Context: an optimization exercise on an open-source flow, tuned for a short achievable clock period and few clock cycles. The choices shown serve that exercise and are no tape-out recipe. In this exercise RTL edits were held to simulation tests only and were not proved equivalent to the original. Power figures rest on the tool's default switching activity, not on a simulated workload.

### flow/design.v
module legv8_mc_core #(
  parameter int DATA_W   = 64,
  parameter int PC_W     = 8,
  parameter int ADDR_W   = 16,
  parameter int RESET_PC = 0
) (
  input  logic              clk,
  input  logic              reset,
  output logic              imem_req,
  output logic [PC_W-1:0]   imem_addr,
  input  logic              imem_ack,
  input  logic [31:0]       imem_rdata,
  output logic              dmem_req,
  output logic              dmem_we,
  output logic [ADDR_W-1:0] dmem_addr,
  output logic [DATA_W-1:0] dmem_wdata,
  input  logic              dmem_ack,
  input  logic [DATA_W-1:0] dmem_rdata,
  output logic [PC_W-1:0]   pc,
  output logic              halted,
  output logic              illegal,
  output logic [31:0]       instret
);
  localparam logic [10:0] OPC_ADD  = 11'b10001011000;
  localparam logic [10:0] OPC_SUB  = 11'b11001011000;
  localparam logic [10:0] OPC_AND  = 11'b10001010000;
  localparam logic [10:0] OPC_ORR  = 11'b10101010000;
  localparam logic [10:0] OPC_LDUR = 11'b11111000010;
  localparam logic [10:0] OPC_STUR = 11'b11111000000;
  logic [PC_W-1:0]   pcf;             
  logic              redir_pend;      
  logic [PC_W-1:0]   redir_pc;
  logic              d_valid;
  logic [31:0]       d_ir;
  logic [PC_W-1:0]   d_pc;
  logic [PC_W-1:0]   d_alt;           
  logic              d_flip;          
  logic              x_valid;
  logic              x_alu, x_ld, x_st;
  logic              x_sub, x_and, x_orr;
  logic [4:0]        x_rd;
  logic [DATA_W-1:0] x_a;
  logic [DATA_W-1:0] x_bx;            
  logic [8:0]        x_imm;
  logic              w_wen;           
  logic              w_ld;            
  logic [4:0]        w_rd;
  logic [DATA_W-1:0] w_res;           
  logic              w_zero;          
  logic [DATA_W-1:0] rf [31];
  logic [30:0]       zf;              
  logic [31:0]       instret_q;
  assign imem_addr = pcf;
  logic [DATA_W-1:0] alu_sum, alu_out, alu_log;
  logic [DATA_W:0]   alu_sum1;
  logic              alu_zero;
  logic              x_wen;
  logic [ADDR_W-1:0] addr_sum;
  assign alu_sum1 = {x_a, 1'b1} + {x_bx, x_sub};
  assign alu_sum  = alu_sum1[DATA_W:1];
  assign alu_log  = x_and ? (x_a & x_bx) : (x_a | x_bx);
  assign alu_out  = (x_and || x_orr) ? alu_log : alu_sum;
  logic [DATA_W-1:0] zt;
  logic              z_add, z_and, z_orr;
  always_comb begin
    for (int i = 0; i < DATA_W; i++) begin
      if (i == 0) zt[i] = x_a[i] ^ x_bx[i] ^ x_sub;
      else        zt[i] = x_a[i] ^ x_bx[i] ^ (x_a[i-1] | x_bx[i-1]);
    end
  end
  assign z_add    = ~|zt;
  assign z_and    = ~|(x_a & x_bx);
  assign z_orr    = ~|(x_a | x_bx);
  assign alu_zero = x_and ? z_and : x_orr ? z_orr : z_add;
  assign x_wen    = x_valid && x_alu && (x_rd != 5'd31);
  assign addr_sum = x_a[ADDR_W-1:0] + {{(ADDR_W-9){x_imm[8]}}, x_imm};
  logic stall_m, ld_zero;
  assign stall_m  = dmem_req && !dmem_ack;
  assign ld_zero  = (dmem_rdata == '0);
  logic [DATA_W-1:0] w_data;
  assign w_data = w_ld ? dmem_rdata : w_res;
  logic       d_cb, d_r, d_ld, d_st, d_ill;
  logic [4:0] d_rn, d_rt;
  logic [4:0] d_srcb;                 
  logic       d_sub;                  
  assign d_cb   = (d_ir[31:25] == 7'b1011010);
  assign d_ld   = (d_ir[31:21] == OPC_LDUR);
  assign d_st   = (d_ir[31:21] == OPC_STUR);
  assign d_r    = (d_ir[31:21] == OPC_ADD) || (d_ir[31:21] == OPC_SUB) ||
                  (d_ir[31:21] == OPC_AND) || (d_ir[31:21] == OPC_ORR);
  assign d_ill  = !((d_ir[31:26] == 6'b000101) || d_cb || d_r || d_ld || d_st);
  assign d_rn   = d_ir[9:5];
  assign d_rt   = d_ir[4:0];
  logic [30:0]       d_oha, d_ohb;    
  logic              d_sxa, d_sxb;    
  logic              d_swa, d_swb;    
  logic [DATA_W-1:0] d_ra, d_rb, d_va, d_vb;
  always_comb begin
    d_ra = '0;
    d_rb = '0;
    for (int i = 0; i < 31; i++) begin
      d_ra = d_ra | ({DATA_W{d_oha[i]}} & rf[i]);
      d_rb = d_rb | ({DATA_W{d_ohb[i]}} & rf[i]);
    end
  end
  assign d_va = d_sxa ? alu_out : d_swa ? w_data : d_ra;
  assign d_vb = d_sxb ? alu_out : d_swb ? w_data : d_rb;
  logic [31:0] zf_all;
  assign zf_all = {1'b1, zf};
  logic d_hit_x, d_hit_w, d_zf_old;
  assign d_hit_x  = x_wen && (x_rd == d_rt);
  assign d_hit_w  = w_wen && (w_rd == d_rt);
  assign d_zf_old = d_hit_w ? w_zero : zf_all[d_rt];
  logic d_halt_wait, d_go, d_halt;
  assign d_halt_wait = (x_valid && (x_ld || x_st)) || stall_m || (imem_req && !imem_ack);
  assign d_go     = d_valid && !d_ill && !stall_m;
  assign d_halt   = d_valid && d_ill && !d_halt_wait;
  logic d_cbgo, d_red_z, d_red_n, d_redirect;
  assign d_cbgo     = d_go && d_cb;
  assign d_red_z    = d_cbgo && ((d_hit_x ? 1'b1 : d_zf_old) ^ d_flip);
  assign d_red_n    = d_cbgo && ((d_hit_x ? 1'b0 : d_zf_old) ^ d_flip);
  assign d_redirect = alu_zero ? d_red_z : d_red_n;
  logic            f_done, f_free, d_free, f_load, f_accept, f_hazard;
  logic            f_b, f_cb, f_pred, f_rtype;
  logic [4:0]      f_rn, f_rm, f_rt;
  logic [PC_W-1:0] f_pc1, f_tgt, f_btgt, f_next;
  assign f_done = imem_req && imem_ack;
  assign f_free = !imem_req || imem_ack;
  assign d_free = !d_valid || d_go;
  assign f_load = f_done && d_free && !stall_m;
  assign f_rn    = imem_rdata[9:5];
  assign f_rm    = imem_rdata[20:16];
  assign f_rt    = imem_rdata[4:0];
  assign f_b     = (imem_rdata[31:26] == 6'b000101);
  assign f_cb    = (imem_rdata[31:25] == 7'b1011010);
  assign f_rtype = imem_rdata[27] && imem_rdata[25];
  logic [4:0]  f_srcb;
  logic        f_nx_wen, f_nw_wen;
  logic [30:0] f_oha, f_ohb;
  assign f_srcb   = f_rtype ? f_rm : f_rt;
  assign f_nx_wen = d_go && d_r && (d_rt != 5'd31);
  assign f_nw_wen = x_valid && (x_alu || x_ld) && (x_rd != 5'd31);
  always_comb begin
    for (int i = 0; i < 31; i++) begin
      f_oha[i] = (f_rn == 5'(i));
      f_ohb[i] = (f_srcb == 5'(i));
    end
  end
  assign f_hazard = (d_valid && d_ld && (d_rt != 5'd31) &&
                     ((f_rn == d_rt) || (f_rtype ? (f_rm == d_rt) : (f_rt == d_rt)))) ||
                    (f_cb && x_valid && x_ld && (x_rd != 5'd31) && (f_rt == x_rd));
  assign f_accept = f_load && !redir_pend && !d_halt && !f_hazard;
  logic [31:0] f_zv, f_settled;
  always_comb begin
    for (int i = 0; i < 32; i++) begin
      f_zv[i]      = (w_wen && !w_ld && w_rd == 5'(i)) ? w_zero : zf_all[i];
      f_settled[i] = (i == 31) ||
                     !((d_valid && (d_r || d_ld) && d_rt == 5'(i)) ||
                       (x_valid && (x_alu || x_ld) && x_rd == 5'(i)) ||
                       (w_wen && w_ld && w_rd == 5'(i)));
    end
  end
  assign f_pred = f_cb && (f_settled[f_rt] ? (f_zv[f_rt] ^ imem_rdata[24]) : imem_rdata[12]);
  assign f_pc1  = pcf + PC_W'(1);
  assign f_tgt  = pcf + imem_rdata[12:5];
  assign f_btgt = pcf + imem_rdata[7:0];
  assign f_next = f_b ? f_btgt : f_pred ? f_tgt : f_pc1;
  logic [PC_W-1:0] pcf_norm, pcf_z, pcf_n, pcf_next;
  always_comb begin
    if (redir_pend)   pcf_norm = f_free ? redir_pc : pcf;
    else if (f_accept) pcf_norm = f_next;
    else              pcf_norm = pcf;
  end
  assign pcf_z    = (d_red_z && f_free) ? d_alt : pcf_norm;
  assign pcf_n    = (d_red_n && f_free) ? d_alt : pcf_norm;
  assign pcf_next = alu_zero ? pcf_z : pcf_n;
  always_ff @(posedge clk) begin
    if (reset) pcf <= PC_W'(RESET_PC);
    else       pcf <= pcf_next;
  end
  always_ff @(posedge clk) begin
    if (!stall_m) begin
      x_a   <= d_va;
      x_bx  <= d_sub ? ~d_vb : d_vb;
      w_res <= alu_out;
    end
  end
  always_ff @(posedge clk) begin
    if (reset) begin
      imem_req   <= 1'b0;
      redir_pend <= 1'b0;
      redir_pc   <= '0;
      d_valid    <= 1'b0;
      d_ir       <= '0;
      d_srcb     <= '0;
      d_oha      <= '0;
      d_ohb      <= '0;
      d_sxa      <= 1'b0;
      d_sxb      <= 1'b0;
      d_swa      <= 1'b0;
      d_swb      <= 1'b0;
      d_sub      <= 1'b0;
      d_pc       <= '0;
      d_alt      <= '0;
      d_flip     <= 1'b0;
      x_valid    <= 1'b0;
      x_alu      <= 1'b0;
      x_ld       <= 1'b0;
      x_st       <= 1'b0;
      x_sub      <= 1'b0;
      x_and      <= 1'b0;
      x_orr      <= 1'b0;
      x_rd       <= 5'd31;
      x_imm      <= '0;
      dmem_req   <= 1'b0;
      dmem_we    <= 1'b0;
      dmem_addr  <= '0;
      dmem_wdata <= '0;
      w_wen      <= 1'b0;
      w_ld       <= 1'b0;
      w_rd       <= 5'd31;
      w_zero     <= 1'b1;
      pc         <= PC_W'(RESET_PC);
      halted     <= 1'b0;
      illegal    <= 1'b0;
      instret_q  <= '0;
      zf         <= '1;
      for (int i = 0; i < 31; i++) rf[i] <= '0;
    end else if (!halted) begin
      imem_req <= !d_halt;
      if (d_redirect && !f_free) begin
        redir_pend <= 1'b1;
        redir_pc   <= d_alt;
      end else if (redir_pend && f_free) begin
        redir_pend <= 1'b0;
      end
      if (f_load) begin
        d_ir   <= imem_rdata;
        d_srcb <= f_srcb;
        d_oha  <= f_oha;
        d_ohb  <= f_ohb;
        d_sxa  <= f_nx_wen && (d_rt == f_rn);
        d_sxb  <= f_nx_wen && (d_rt == f_srcb);
        d_swa  <= f_nw_wen && (x_rd == f_rn);
        d_swb  <= f_nw_wen && (x_rd == f_srcb);
        d_sub  <= (imem_rdata[31:21] == OPC_SUB);
        d_pc   <= pcf;
        d_alt  <= f_pred ? f_pc1 : f_tgt;
        d_flip <= f_pred ^ imem_rdata[24];
      end
      if (f_load || d_go) d_valid <= alu_zero ? (f_accept && !d_red_z) : (f_accept && !d_red_n);
      if (!stall_m) begin
        x_valid <= d_go && (d_r || d_ld || d_st);
        x_alu   <= d_r;
        x_ld    <= d_ld;
        x_st    <= d_st;
        x_sub   <= d_sub;
        x_and   <= d_r && !d_ir[29] && !d_ir[24];
        x_orr   <= d_r && d_ir[29];
        x_rd    <= d_rt;
        x_imm   <= d_ir[20:12];
      end
      if (!stall_m) begin
        dmem_req   <= x_valid && (x_ld || x_st);
        dmem_we    <= x_st;
        dmem_addr  <= addr_sum;
        dmem_wdata <= x_bx;
        w_wen      <= x_valid && (x_alu || x_ld) && (x_rd != 5'd31);
        w_ld       <= x_ld;
        w_rd       <= x_rd;
        w_zero     <= alu_zero;
      end
      if (w_wen) begin
        rf[w_rd] <= w_data;
        zf[w_rd] <= w_ld ? ld_zero : w_zero;
      end
      if (d_go) instret_q <= instret_q + 32'd1;
      if (d_halt) begin
        halted  <= 1'b1;
        illegal <= 1'b1;
        pc      <= d_pc;
      end
    end
  end
  assign instret = instret_q;
endmodule
### flow/run.sh
#!/bin/bash
# synth_recipe.tcl (not shown) runs the flow's synth.tcl, then flattens the netlist and writes it again
# the make line also repeats each setting of config.mk as NAME=value (left out here)
make -C /OpenROAD-flow-scripts/flow DESIGN_CONFIG=/design/flow/config.mk WORK_HOME=/design/flow/orfs CLKGATE_MAP_FILE= SYNTH_SCRIPT=/design/flow/synth_recipe.tcl finish
### flow/constraint.sdc
create_clock -name core_clock -period 6.5 [get_ports {clk}]
set_input_delay 1.3000 -clock core_clock [delete_from_list [all_inputs] [get_ports {clk}]]
set_output_delay 1.3000 -clock core_clock [all_outputs]
set_load 0.01 [all_outputs]
### flow/config.mk
export PLATFORM = sky130hd
export DESIGN_NAME = legv8_mc_core
export DESIGN_NICKNAME = legv8_mc_core
export VERILOG_FILES = /design/flow/design.v
export SDC_FILE = /design/flow/constraint.sdc
export NUM_CORES = 4
export LEC_CHECK = 0
export CAP_MARGIN = 20
export CORE_MARGIN = 2
export CORE_UTILIZATION = 15
export PLACE_DENSITY = 0.22
export SETUP_SLACK_MARGIN = 2.7
export SLEW_MARGIN = 20
export TNS_END_PERCENT = 100
==> impl_table.tex, run 1 <==
\begin{tabular}{lr}
\hline
Metric & Value \\
\hline
\multicolumn{2}{l}{\textbf{Clock network}} \\
\quad Max clock buf depth & 4 \\
\quad Insertion delay of the later-clocked pin in the worst-skew pair & 1.08 ns \\
\quad Number of buffers created by CTS & 348 \\
\quad Clk slew on worst S/H paths & 0.06 ns \\
\quad TritonCTS sink count & 2,488 \\
\quad CTS tree & yes \\
\quad CTS H-Tree Depth & 5 \\
\quad Clock root buffer & sky130\_fd\_sc\_hd\_\_clkbuf\_16 \\
\multicolumn{2}{l}{\textbf{Place}} \\
\quad Weighted congestion reported at the end of routability-driven placement & 0.8530 \\
\quad Placed Cells incl. Taps & 21.97k \\
\quad Number of I/O port buffers & 232 \\
\quad DP HPWL & 652,900 microns \\
\quad Post-Place Worst Slack & 0.4321 ns \\
\multicolumn{2}{l}{\textbf{Routing}} \\
\quad Routed wire length per instance & 47.93 microns \\
\quad Vias after detailed routing & 117.6k \\
\quad Drt total wl & 1,093,000 microns \\
\quad Vias/cell & 5.160 \\
\quad Number of DRC violations after detailed routing & 0 \\
\quad Post-route antenna net violation count & 0 \\
\quad Number of detailed-route iterations in the first pass & 8 \\
\quad Violation count after the first detailed-route iteration & 18.32k \\
\multicolumn{2}{l}{\textbf{Synthesis}} \\
\quad Cells taking the most area after synthesis & sky130\_fd\_sc\_hd\_\_edfxtp\_1 (53\%), sky130\_fd\_sc\_hd\_\_nor2\_1 (6.8\%), sky130\_fd\_sc\_hd\_\_dfxtp\_1 (5.1\%) \\
\quad EDFF count, synth & 2,176 \\
\quad Post-synthesis sequential area ratio & 58.11\% \\
\quad Post-synth cell types & 96 \\
\quad Synthesized area & 123,200 sq um \\
\quad Share of Yosys cell area claimed by the top area cell type & 53.04\% \\
\quad Fraction of synthesis flops using an asynchronous set or reset pin & 0\% \\
\quad Mean instance size in the synthesized netlist & 10.73 sq um \\
\quad Most area-hungry cell type in the Yosys netlist & sky130\_fd\_sc\_hd\_\_edfxtp\_1 \\
\quad Synthesis-stage register bit count & 2,488 \\
\quad Syn\_nets & 11.75k \\
\quad Leading register cell type out of synthesis & sky130\_fd\_sc\_hd\_\_edfxtp\_1 \\
\quad Syn. warnings & 1 \\
\quad Number of standard cells after synthesis & 11.48k \\
\multicolumn{2}{l}{\textbf{Global route}} \\
\quad Global route overflow & 0 \\
\quad Maximum number of pins on one net before global-route repair & 121 \\
\quad Vias in the first global route & 112.2k \\
\quad Global-route wire length before repair & 1,366,000 microns \\
\quad Initial antenna violation count & 181 \\
\quad Global-route total usage across every layer & 25.29\% \\
\multicolumn{2}{l}{\textbf{Die}} \\
\quad Ports & 233 \\
\quad Die area & 828,500 sq um \\
\quad Die Ht & 910.2 microns \\
\quad Initial Utilization & 15.06\% \\
\quad Floorplan row count & 332 \\
\quad Area of the core & 817,900 sq um \\
\quad Horizontal die dimension & 910.2 microns \\
\multicolumn{2}{l}{\textbf{Final layout}} \\
\quad Non-filler cells, final & 22.79k \\
\quad Synth-to-Final Area Change & 28.33\% \\
\quad Leading cell type in the layout, fill and taps excluded & sky130\_fd\_sc\_hd\_\_nor2\_1 \\
\quad Share of layout cells above drive strength 1 & 15.88\% \\
\quad Top library cells by usage in the layout, fill and taps aside & sky130\_fd\_sc\_hd\_\_nor2\_1 (2,198), sky130\_fd\_sc\_hd\_\_edfxtp\_1 (2,176), sky130\_fd\_sc\_hd\_\_a22oi\_1 (676), sky130\_fd\_sc\_hd\_\_a221oi\_1 (644), sky130\_fd\_sc\_hd\_\_nand2\_1 (637) \\
\quad Final nets & 11.91k \\
\multicolumn{2}{l}{\textbf{STA}} \\
\quad Transition time at the pin with the least slew margin & 1.403 ns \\
\quad RSZ-0062 raised after global routing & true \\
\quad Number of failing hold endpoints at the final stage & 0 \\
\quad Maximum clock frequency & 0.2534 GHz \\
\quad Share of the clock period used by the worst path after layout & 60.71\% \\
\quad Setup-violating endpoint count in the final report & 0 \\
\quad Slew Limit Headroom & 6.434\% \\
\quad Final min period & 3.946 ns \\
\quad Setup skew after layout & 0.08801 ns \\
\quad Final worst-path setup slack & 2.554 ns \\
\quad Number of pins exceeding their max-slew limit in the final report & 0 \\
\multicolumn{2}{l}{\textbf{Power}} \\
\quad P per Cell Area & 272.8 nW/um\^{}2 \\
\quad Maximum ir drop on the vdd rail & 0.1981 mV \\
\quad Static leakage & 0.05124 uW \\
\multicolumn{2}{l}{\textbf{Setup path}} \\
\quad Critical path class & reg -> reg \\
\quad Data arrival time of the critical path & 4.73 ns \\
\quad Largest fanout on the critical path & 17 \\
\quad Capturing element type of the critical path & flop \\
\quad Element type at the critical path start & flop \\
\quad CP Data Required Time & 7.29 ns \\
\multicolumn{2}{l}{\textbf{Outcome}} \\
\quad Outcome & finished clean \\
\multicolumn{2}{l}{\textbf{Hold path}} \\
\quad Class of the tightest hold or removal check & reg -> reg \\
\multicolumn{2}{l}{\textbf{Flow run}} \\
\quad Number of maximum-capacitance constraint violations & 0 \\
\hline
\end{tabular}
registers in the layout (all words and copies together) (netlist names), 5 cells and up:
signal      cells
w_rd            5
d_ir           25
x_rd            5
d_pc            8
x_bx           64
rf           1984
w_res          64
pc              8
d_oha          31
zf             31
pcf             8
instret_q      32
dmem_wdata     64
x_a            64
dmem_addr      16
redir_pc        8
d_alt           8
d_ohb          31
x_imm           9
layout make-up:
cell class	instances	area (sq um)
timing repair buffer	962	10210
clock inverter	158	1386
multi-input combinational	7655	50800
clock buffer	461	9468
antenna	29	72.57
sequential	2488	71870
fill	88560	659800
tap	10860	13580
inverter	186	711.9
layer usage:
| metal | part of all wire (%) | global-route usage (%) |
|---|---|---|
| met1 | 44 | 34.93 |
| met2 | 44 | 39.65 |
| met5 | 0.029 | 0 |
| met3 | 7.3 | 4.471 |
| met4 | 4.2 | 8.745 |
stage by stage:
stage	util [%]	hold WS [ns]	power (uW)	TNS, ns	instance area (sq um)
4_1_cts	19.11	0.4558	43250	0	156300
3_3_place_gp	17.47	0.4460	23470	-10.89	142900
5_1_grt	19.32	0.4679	44100	0	158000
2_1_floorplan	-	0.4319	20330	0	123500
6_report	19.33	0.4504	43120	0	158100
3_5_place_dp	17.51	0.4477	23440	0	143200
cell families (layout without fill, tap and decap cells):
group           Yosys count  after routing  synth area share [%]
flops                  2488           2488                 58.11
buf+inv                1340           1767                 4.153
xor+xnor                250            250                 1.784
simple gates           3894           3897                 13.65
fa+ha+maj               170            170                 1.751
other cells               0             29                     0
compound gates         3186           3186                 19.18
mux                     152            152                 1.369
worst max-delay path, cell delays in order (launching register included):
cell and delay, ns:
sky130_fd_sc_hd__dfxtp_4 0.95, sky130_fd_sc_hd__buf_4 0.56, sky130_fd_sc_hd__a22o_1 0.25, sky130_fd_sc_hd__a221oi_1 0.06, sky130_fd_sc_hd__nand4_1 0.18, sky130_fd_sc_hd__nor3_2 0.12, sky130_fd_sc_hd__buf_4 0.22, sky130_fd_sc_hd__a211oi_1 0.95
sky130_fd_sc_hd__a21oi_1 0.15, sky130_fd_sc_hd__xnor2_1 0.18
Yosys cell counts, drive strengths merged, types with 20 or more instances:
cell    number
nor2      2220
a22o       630
xor2        89
xnor2      161
nand4      321
dfxtp      312
nor2b       31
and3        27
nor4        61
and2        21
a22oi      677
nor3       132
a221oi     652
nand3      249
a211oi      93
a31oi       27
a21oi      572
clkbuf     891
o211ai      26
nand2      679
edfxtp    2176
o22ai       20
mux2i      128
ha         166
inv        185
o31ai       71
o21ai      241
nand3b      25
o21bai      24
buf        263
nand2b      58
a21o        53
power by group:
group          switching [uW]  leakage (uW)  internal (uW)
sequential                602        0.0254          17900
clock                    8520       0.00531          11000
combinational            3840        0.0205           1240
worst paths after layout:
path / start / end / slack (ns) / depth (start not counted)
worst max-delay path: d_ohb[9]$_SDFFE_PP0P_ / x_bx[15]$_DFFE_PN_ / 2.55 / 9
worst min-delay path: dmem_addr[4]$_SDFFE_PP0P_ / dmem_addr[4]$_SDFFE_PP0P_ / 0.45 / 2
worst max register to register: d_ohb[9]$_SDFFE_PP0P_ / x_bx[15]$_DFFE_PN_ / 2.55 / 9
worst min register to register: dmem_addr[4]$_SDFFE_PP0P_ / dmem_addr[4]$_SDFFE_PP0P_ / 0.45 / 2
timing repair:
action	in CTS	in global routing
endpoints found under the setup margin	1099	122
gates resized for setup	321	234
buffers inserted	107	65
gates cloned	3	2
pin swaps	68	80
hold buffers	0	0
Testbench counts, summed over its fixed seeds: cycles 82,820.
==> run 2, diff against run 1 <==
--- a/flow/config.mk
+++ b/flow/config.mk
@@ -6,9 +6,11 @@
 export NUM_CORES = 4
 export LEC_CHECK = 0
 export CAP_MARGIN = 20
+export CELL_PAD_IN_SITES_DETAIL_PLACEMENT = 2
+export CELL_PAD_IN_SITES_GLOBAL_PLACEMENT = 2
 export CORE_MARGIN = 2
-export CORE_UTILIZATION = 15
-export PLACE_DENSITY = 0.22
+export CORE_UTILIZATION = 20
+export PLACE_DENSITY = 0.32
 export SETUP_SLACK_MARGIN = 2.7
 export SLEW_MARGIN = 20
 export TNS_END_PERCENT = 100
==> run 2 against run 1 <==
  * Critical path type unchanged
  * Worst setup slack got worse by 0.060 ns
  * Die area fell by 25%
  * Clock skew fell by 0.034 ns
  * Sequential power barely moved
  * Global-route usage rose by 8.9 points
==> impl_table.tex, run 2 <==
\begin{tabular}{lr}
\hline
Metric & Value \\
\hline
\multicolumn{2}{l}{\textbf{Final layout}} \\
\quad Final nets & 11.94k (+0.24\%) \\
\quad Share of layout cells above drive strength 1 & 16.56\% (+0.69 points) \\
\quad Top library cells by usage in the layout, fill and taps aside & sky130\_fd\_sc\_hd\_\_nor2\_1 (2,204), sky130\_fd\_sc\_hd\_\_edfxtp\_1 (2,176), sky130\_fd\_sc\_hd\_\_a22oi\_1 (676), sky130\_fd\_sc\_hd\_\_a221oi\_1 (645), sky130\_fd\_sc\_hd\_\_nand2\_1 (640) \\
\quad Leading cell type in the layout, fill and taps excluded & sky130\_fd\_sc\_hd\_\_nor2\_1 \\
\quad Synth-to-Final Area Change & 26.03\% \\
\quad Flip-flop count of the largest register, all copies and words added & 1,984 (unchanged) \\
\quad Register containing the most flip-flops in the final layout & rf \\
\multicolumn{2}{l}{\textbf{Setup path}} \\
\quad Cell with the largest stage delay on the worst path & sky130\_fd\_sc\_hd\_\_edfxtp\_1 \\
\quad Slack of the worst reg-to-reg path & 2.49 ns (-0.06 ns) \\
\quad Cell-by-cell trace of the critical path & buf\_6, inv\_4, ha\_4, a211oi\_4, o21ai\_2, a21oi\_2, o211ai\_1, buf\_4, or3\_4, a21oi\_4, buf\_4, buf\_6, buf\_6, o21ai\_1, xor2\_1, o21ai\_1, a21oi\_2, a21oi\_2, xnor2\_1 \\
\quad Worst path max stage delay & 0.47 ns (-0.48 ns) \\
\quad Data arrival time of the critical path & 4.75 ns (+0.02 ns) \\
\quad Worst reg2reg path depth & 19 (+10) \\
\quad CP Data Required Time & 7.24 ns (-0.05 ns) \\
\quad Worst reg2reg path startpoint & x\_a[0]\$\_DFFE\_PN\_ \\
\quad Largest fanout on the critical path & 3 (-14) \\
\quad Capturing element type of the critical path & flop \\
\quad Critical path class & reg -> reg \\
\quad Element type at the critical path start & flop \\
\quad Terminus of the critical flop-to-flop path & x\_bx[50]\$\_DFFE\_PN\_ \\
\multicolumn{2}{l}{\textbf{Synthesis}} \\
\quad Share of Yosys cell area claimed by the top area cell type & 53.04\% (unchanged) \\
\quad EDFF count, synth & 2,176 (unchanged) \\
\quad Syn\_nets & 11.75k (unchanged) \\
\quad Cells taking the most area after synthesis & sky130\_fd\_sc\_hd\_\_edfxtp\_1 (53\%), sky130\_fd\_sc\_hd\_\_nor2\_1 (6.8\%), sky130\_fd\_sc\_hd\_\_dfxtp\_1 (5.1\%) \\
\quad Most used standard cells in the synthesized netlist & sky130\_fd\_sc\_hd\_\_nor2\_1 (2,216), sky130\_fd\_sc\_hd\_\_edfxtp\_1 (2,176), sky130\_fd\_sc\_hd\_\_clkbuf\_1 (889), sky130\_fd\_sc\_hd\_\_nand2\_1 (678), sky130\_fd\_sc\_hd\_\_a22oi\_1 (677) \\
\quad Fraction of synthesis flops using an asynchronous set or reset pin & 0\% (unchanged) \\
\quad Leading register cell type out of synthesis & sky130\_fd\_sc\_hd\_\_edfxtp\_1 \\
\quad Most area-hungry cell type in the Yosys netlist & sky130\_fd\_sc\_hd\_\_edfxtp\_1 \\
\quad Library cell with the highest instance count after synthesis & sky130\_fd\_sc\_hd\_\_nor2\_1 \\
\quad Synthesis-stage register bit count & 2,488 (unchanged) \\
\quad Synthesized area & 123,200 sq um (unchanged) \\
\quad Post-synth cell types & 96 (unchanged) \\
\quad Syn. warnings & 1 (unchanged) \\
\quad Post-synthesis sequential area ratio & 58.11\% (unchanged) \\
\quad Number of standard cells after synthesis & 11.48k (unchanged) \\
\quad Mean instance size in the synthesized netlist & 10.73 sq um (unchanged) \\
\multicolumn{2}{l}{\textbf{STA}} \\
\quad Number of pins exceeding their max-slew limit in the final report & 0 (unchanged) \\
\quad Setup TNS & 0 ns (unchanged) \\
\quad Transition time at the pin with the least slew margin & 1.284 ns (-0.1196 ns) \\
\quad Final worst-path setup slack & 2.493 ns (-0.06018 ns) \\
\quad RSZ-0062 raised after global routing & true \\
\quad Setup-violating endpoint count in the final report & 0 (unchanged) \\
\quad Setup skew after layout & 0.05371 ns (-0.03430 ns) \\
\quad Slew Limit Headroom & 14.41\% (+8.0 points) \\
\quad Share of the clock period used by the worst path after layout & 61.64\% (+0.93 points) \\
\quad Final min period & 4.007 ns (+0.06018 ns) \\
\quad Maximum clock frequency & 0.2496 GHz (-1.5\%) \\
\quad Number of failing hold endpoints at the final stage & 0 (unchanged) \\
\multicolumn{2}{l}{\textbf{Clock network}} \\
\quad CTS tree & yes \\
\quad CTS H-Tree Depth & 5 (unchanged) \\
\quad Hold buffer count at cts & 0 (unchanged) \\
\quad Clk slew on worst S/H paths & 0.05 ns (about the same) \\
\quad Max clock buf depth & 4 (unchanged) \\
\quad Insertion delay of the later-clocked pin in the worst-skew pair & 1.03 ns (-0.05 ns) \\
\quad Clock root buffer & sky130\_fd\_sc\_hd\_\_clkbuf\_16 \\
\quad Number of buffers created by CTS & 347 (-0.29\%) \\
\quad TritonCTS sink count & 2,488 (unchanged) \\
\multicolumn{2}{l}{\textbf{Routing}} \\
\quad Vias/cell & 5.902 (+14\%) \\
\quad Drt total wl & 1,103,000 microns (+0.96\%) \\
\quad Number of DRC violations after detailed routing & 0 (unchanged) \\
\quad Vias after detailed routing & 118.7k (+0.93\%) \\
\quad Violation count after the first detailed-route iteration & 17.67k (-3.6\%) \\
\quad Post-route antenna net violation count & 0 (unchanged) \\
\quad Routed wire length per instance & 54.85 microns (+14\%) \\
\quad Number of detailed-route iterations in the first pass & 6 (-2) \\
\multicolumn{2}{l}{\textbf{Hold path}} \\
\quad Worst hold path depth & 2 (unchanged) \\
\quad Class of the tightest hold or removal check & reg -> reg \\
\quad End of the worst hold path & dmem\_addr[7]\$\_SDFFE\_PP0P\_ \\
\quad Source of the worst hold timing path & dmem\_addr[7]\$\_SDFFE\_PP0P\_ \\
\multicolumn{2}{l}{\textbf{Place}} \\
\quad Post-Place Worst Slack & 0.7929 ns (+0.3609 ns) \\
\quad DP HPWL & 667,000 microns (+2.2\%) \\
\quad Number of I/O port buffers & 232 (unchanged) \\
\quad Weighted congestion reported at the end of routability-driven placement & 0.8584 (+0.63\%) \\
\multicolumn{2}{l}{\textbf{Global route}} \\
\quad Maximum number of pins on one net before global-route repair & 104 (-14\%) \\
\quad Initial antenna violation count & 172 (-5.0\%) \\
\quad Global-route total usage across every layer & 34.17\% (+8.9 points) \\
\quad Global-route wire length before repair & 1,390,000 microns (+1.8\%) \\
\quad Vias in the first global route & 117.6k (+4.8\%) \\
\quad Global route overflow & 0 (unchanged) \\
\multicolumn{2}{l}{\textbf{Die}} \\
\quad Ports & 233 (unchanged) \\
\quad Floorplan row count & 288 (-13\%) \\
\quad Die Ht & 788.8 microns (-13\%) \\
\quad Horizontal die dimension & 788.8 microns (-13\%) \\
\quad Area of the core & 614,400 sq um (-25\%) \\
\quad Initial Utilization & 20.05\% (+5.0 points) \\
\quad Die area & 622,200 sq um (-25\%) \\
\multicolumn{2}{l}{\textbf{Power}} \\
\quad Static leakage & 0.05142 uW (+0.34\%) \\
\quad Maximum ir drop on the vdd rail & 0.1812 mV (-8.5\%) \\
\quad P per Cell Area & 279.7 nW/um\^{}2 (+2.5\%) \\
\multicolumn{2}{l}{\textbf{Flow run}} \\
\quad Number of maximum-capacitance constraint violations & 0 (unchanged) \\
\multicolumn{2}{l}{\textbf{Outcome}} \\
\quad Outcome & finished clean \\
\hline
\end{tabular}
-- run 2: cell types whose count changed in the layout (fill, tap and decap cells not counted), moves of 21 or more --
cell	change
sky130_fd_sc_hd__buf_4	+40
sky130_fd_sc_hd__a211oi_1	-22
sky130_fd_sc_hd__dlygate4sd2_1	-21
sky130_fd_sc_hd__clkinv_1	+26
sky130_fd_sc_hd__ha_1	-24
sky130_fd_sc_hd__clkdlybuf4s50_1	+22
-- run 2: cell families after synthesis --
| family | synth area share, % |
|---|---|
| multiplexers | 1.369 |
| buffers and inverters | 4.153 |
| flip-flops | 58.11 |
| XOR/XNOR | 1.784 |
| AO/OA/AOI/OAI | 19.18 |
| adder cells (fa/ha/maj) | 1.751 |
| AND/OR/NAND/NOR | 13.65 |
-- run 2: layout make-up --
class | count | area, sq um
inverter | 186 | 716.9
clock inverter | 191 | 1670
antenna | 31 | 77.57
clock buffer | 448 | 9323
fill | 66360 | 459100
tap | 8120 | 10160
sequential | 2488 | 71870
timing repair buffer | 991 | 10200
multi-input combinational | 7656 | 51250
-- run 2: worst max-delay path: cells and delay by family, from the launching register on --
family	cells	cell delay, ns
AO/OA/AOI/OAI	9	1.61
XOR/XNOR	2	0.31
adder cells (fa/ha/maj)	1	0.20
buffers and inverters	6	0.73
flip-flops	1	0.47
AND/OR/NAND/NOR	1	0.42
-- run 2: report_power, final --
part	internal, uW	switching [uW]
sequential	17900	599
combinational	1290	4020
clock	11000	8540
total	30300	13200
-- run 2: metal layers --
| metal | share of wire, % | up-vias | track usage [%] | wire (microns) |
|---|---|---|---|---|
| met4 | 4.0 | 36 | 11.43 | 44390 |
| met2 | 45 | 6900 | 54.44 | 496500 |
| met1 | 44 | 66020 | 47.24 | 483800 |
| met5 | 0.025 | - | 0 | 272 |
| li1 | - | 44040 | - | - |
| met3 | 7.1 | 1705 | 5.231 | 78140 |
-- run 2: how the worst max path moves through the flow --
| stage | start | endpoint | slack, ns |
|---|---|---|---|
| after floorplan | dmem_ack | instret_q[30]$_SDFFE_PP0P_ | 1.65 |
| after global placement | dmem_rdata[44] | zf[3]$_SDFFE_PP1P_ | 0.56 |
| after detailed placement | dmem_rdata[48] | zf[3]$_SDFFE_PP1P_ | 0.79 |
| after CTS | x_a[0]$_DFFE_PN_ | x_bx[62]$_DFFE_PN_ | 2.48 |
| after global routing | x_a[0]$_DFFE_PN_ | x_bx[62]$_DFFE_PN_ | 2.39 |
| final | x_a[0]$_DFFE_PN_ | x_bx[50]$_DFFE_PN_ | 2.49 |
-- run 2: per-stage QoR --
stage / instance area, sq um / util (%) / hold slack (ns) / power, uW / cells
after floorplan: 123500 / - / 0.4319 / 20330 / 11480
after global placement: 139400 / 22.69 / 0.4484 / 23560 / 19240
after detailed placement: 139700 / 22.74 / 0.4527 / 23570 / 19250
after CTS: 153600 / 25.00 / 0.4611 / 43540 / 20020
after global routing: 155200 / 25.26 / 0.4762 / 44370 / 20080
final: 155300 / 25.27 / 0.4560 / 43420 / 20110
-- run 2: what timing repair did --
item / CTS / global route
resized for setup: 377 / 239
gates cloned: 4 / 0
setup buffers: 122 / 63
pin swaps: 75 / 100
endpoints found under the setup margin: 1251 / 154

what the ideal ports hide:
Ports are ideal in the flow. The routed layouts listed here were re-timed in OpenROAD. Step 1 (the two cells are an assumption about what drives the block):
set clk [get_ports {clk}]
set_driving_cell -lib_cell sky130_fd_sc_hd__clkbuf_16 $clk
set_driving_cell -lib_cell sky130_fd_sc_hd__buf_2 [delete_from_list [all_inputs] $clk]
Step 2 adds t to the input delays and takes it off the output delays; t is the mean of the earliest and latest rising clock arrival at the registers after step 1. Input paths then give back, and output paths get back, about the clock's delay inside the block. a / b / c = no drivers / after step 1 / after step 2; a / b = the first two.
run	t, ns	setup WS [ns]	worst hold slack (ns)
run 1	1.181	2.554 / 2.554 / 1.644	0.450 / 0.450 / 0.450
run 2	1.157	2.493 / 2.493 / 1.631	0.456 / 0.456 / 0.456
After both steps setup and hold are still met in every run listed. The setup slack of run 1, which loses most, moves by 0.000 ns with the drivers and by -0.910 ns with both steps.
